This is an optimization exercise on Yosys and OpenROAD, whose aim is small area, not a production implementation. Only simulation tests tie the RTL to the original design; equivalence was not proved. Power is estimated from default activity; no workload was simulated.

Design regfile_scoreboard, start of the top module:
module regfile_scoreboard #(
    parameter int               XLEN    = 32,
    parameter int               NREG    = 32,
    parameter int               SP_IDX  = 2,
    parameter logic [XLEN-1:0]  SP_INIT = 32'h0001_0000,
    parameter int               BYPASS  = 1,
    localparam int              AW      = $clog2(NREG)
) (
    input  logic            clk,
    input  logic            rst,
    input  logic            iss_valid,
    input  logic            iss_we,
    input  logic [AW-1:0]   iss_rd,
    input  logic [AW-1:0]   iss_rs1,
    input  logic [AW-1:0]   iss_rs2,
    output logic            iss_ready,
    output logic [XLEN-1:0] rs1_data,
    output logic [XLEN-1:0] rs2_data,
    input  logic            wb_valid,
    input  logic [AW-1:0]   wb_rd,
    input  logic [XLEN-1:0] wb_data,
    input  logic            flush,
    output logic [NREG-1:0] busy_vec,
    output logic [AW:0]     pend_cnt,
    output logic            err_wb
);
==> module regfile_sb_dec5e, before the edit <==
module regfile_sb_dec5e (
    input  logic [4:0]  a,
    input  logic        en,
    output logic [31:1] y
);
    logic [7:0] hi;
    logic [3:0] lo;
    always_comb begin
        for (int k = 0; k < 8; k++) hi[k] = en && (a[4:2] == k[2:0]);
        for (int k = 0; k < 4; k++) lo[k] = (a[1:0] == k[1:0]);
        for (int i = 1; i < 32; i++) y[i] = hi[i / 4] && lo[i % 4];
    end
endmodule
==> module regfile_sb_dec5, before the edit <==
module regfile_sb_dec5 (
    input  logic [4:0]  a,
    output logic [31:1] y
);
    logic [7:0] hi;
    logic [3:0] lo;
    always_comb begin
        for (int k = 0; k < 8; k++) hi[k] = (a[4:2] == k[2:0]);
        for (int k = 0; k < 4; k++) lo[k] = (a[1:0] == k[1:0]);
        for (int i = 1; i < 32; i++) y[i] = hi[i / 4] && lo[i % 4];
    end
endmodule
export LEC_CHECK = 0
export CAP_MARGIN = 20
export CORE_MARGIN = 2
export CORE_UTILIZATION = 62
export PLACE_DENSITY = 0.72
export SLEW_MARGIN = 20
export SYNTH_HIERARCHICAL = 1
create_clock -name core_clock -period 10.0 [get_ports {clk}]
standard.sh (not shown) runs the stock make flow with config.mk's settings and CLKGATE_MAP_FILE= SYNTH_SCRIPT=/design/flow/synth_recipe.tcl, a recipe that flattens the netlist after the stock synthesis.
==> flow/flow/run.sh <==
#!/bin/bash
# The standard layout (standard.sh: standard synthesis, then ORFS to finish) with two
# layout-only changes:
#  - port buffers are buf_1 instead of the clkdlybuf4s50_1 that buffer_ports picks;
#  - clock tree: clkbuf_8 sink clusters of at most 16 flops within 60 um, and no dummy
#    balancing loads (the clock period leaves ample hold and setup margin).
# make's full output goes to flow_make.log; ORFS writes each step's log under orfs/logs/.
set -euo pipefail
cd "$(dirname "${BASH_SOURCE[0]}")/.."
export BUFFER_PORTS_ARGS="-buffer_cell sky130_fd_sc_hd__buf_1"
export CTS_ARGS="-sink_clustering_enable -repair_clock_nets -sink_clustering_size 16 -sink_clustering_max_diameter 60 -buf_list sky130_fd_sc_hd__clkbuf_8 -dont_use_dummy_load"
bash standard.sh > flow_make.log 2>&1
The starting point ran to the end with no violations.
Change:
--- a/flow/design.v
+++ b/flow/design.v
@@ -104,10 +104,19 @@
     output logic [31:1] y
 );
-    logic [7:0] hi;
-    logic [3:0] lo;
-    always_comb begin
-        for (int k = 0; k < 8; k++) hi[k] = en && (a[4:2] == k[2:0]);
-        for (int k = 0; k < 4; k++) lo[k] = (a[1:0] == k[1:0]);
-        for (int i = 1; i < 32; i++) y[i] = hi[i / 4] && lo[i % 4];
+    logic [4:0] na;
+    logic [7:0] nhi;
+    logic [3:0] nlo;
+    for (genvar j = 0; j < 5; j++) begin : g_inv
+        regfile_sb_inv u (.a(a[j]), .y(na[j]));
+    end
+    for (genvar k = 0; k < 8; k++) begin : g_hi
+        regfile_sb_nand4 u (.a(en), .b(k[2] ? a[4] : na[4]), .c(k[1] ? a[3] : na[3]),
+                            .d(k[0] ? a[2] : na[2]), .y(nhi[k]));
+    end
+    for (genvar k = 0; k < 4; k++) begin : g_lo
+        regfile_sb_nand2 u (.a(k[1] ? a[1] : na[1]), .b(k[0] ? a[0] : na[0]), .y(nlo[k]));
+    end
+    for (genvar i = 1; i < 32; i++) begin : g_out
+        regfile_sb_nor2 u (.a(nhi[i / 4]), .b(nlo[i % 4]), .y(y[i]));
     end
 endmodule
@@ -116,10 +125,19 @@
     output logic [31:1] y
 );
-    logic [7:0] hi;
-    logic [3:0] lo;
-    always_comb begin
-        for (int k = 0; k < 8; k++) hi[k] = (a[4:2] == k[2:0]);
-        for (int k = 0; k < 4; k++) lo[k] = (a[1:0] == k[1:0]);
-        for (int i = 1; i < 32; i++) y[i] = hi[i / 4] && lo[i % 4];
+    logic [4:0] na;
+    logic [7:0] nhi;
+    logic [3:0] nlo;
+    for (genvar j = 0; j < 5; j++) begin : g_inv
+        regfile_sb_inv u (.a(a[j]), .y(na[j]));
+    end
+    for (genvar k = 0; k < 8; k++) begin : g_hi
+        regfile_sb_nand3 u (.a(k[2] ? a[4] : na[4]), .b(k[1] ? a[3] : na[3]),
+                            .c(k[0] ? a[2] : na[2]), .y(nhi[k]));
+    end
+    for (genvar k = 0; k < 4; k++) begin : g_lo
+        regfile_sb_nand2 u (.a(k[1] ? a[1] : na[1]), .b(k[0] ? a[0] : na[0]), .y(nlo[k]));
+    end
+    for (genvar i = 1; i < 32; i++) begin : g_out
+        regfile_sb_nor2 u (.a(nhi[i / 4]), .b(nlo[i % 4]), .y(y[i]));
     end
 endmodule
@@ -190,2 +208,14 @@
     assign y = a || b || c;
 endmodule
+module regfile_sb_inv (
+    input  logic a,
+    output logic y
+);
+    assign y = !a;
+endmodule
+module regfile_sb_nand3 (
+    input  logic a, b, c,
+    output logic y
+);
+    assign y = !(a && b && c);
+endmodule
The new run passed the timing, design-rule and antenna checks.
Total power decreases slightly.
Wire length drops by a little under a tenth.
Synthesized area hardly moves.
Clock skew hardly moves.
Cell count is lower slightly.
Setup slack degrades by 0.068 ns.
Worst hold slack gains 0.0031 ns.
Cell area fell slightly.
Sequential share of layout area rose by 0.92 points.
Synthesized cell count hardly moves.
Non-clock buffer count falls by 47.
Global-route usage came out lower by 4.1 points.
Utilization fell by 1.3 points.
Count of clock-buffer cells in the layout is unchanged.

static timing again, ports no longer ideal:
The flow's constraints put no driver on any port. The routed layouts listed below were extracted and timed again, unchanged, in two steps.
Step 1, drivers: a clkbuf_16 drives clk and a buf_2 each remaining input, both assumed.
Step 2 times the ports against the registers' clock, not the clock port: input delays grow and output delays shrink by t, the midpoint of the rising clock arrivals with the driver on.
a / b / c = no drivers / after step 1 / after step 2; a / b = the first two.
| run | t, ns | setup WS [ns] | slew at the worst register clock pin (ns) | worst slew at a driven data input, ns | pins driven straight from the clock port |
|---|---|---|---|---|---|
| the first run | 0.784 | 1.536 / 1.488 / 1.488 | 0.11 / 0.11 | 0.15 | 1 |
| the second run | 0.772 | 1.467 / 1.444 / 1.444 | 0.11 / 0.11 | 0.15 | 1 |
After both steps setup and hold are still met in every run listed. The setup slack of the first run, which loses most, moves by -0.048 ns with the drivers and by -0.048 ns with both steps.
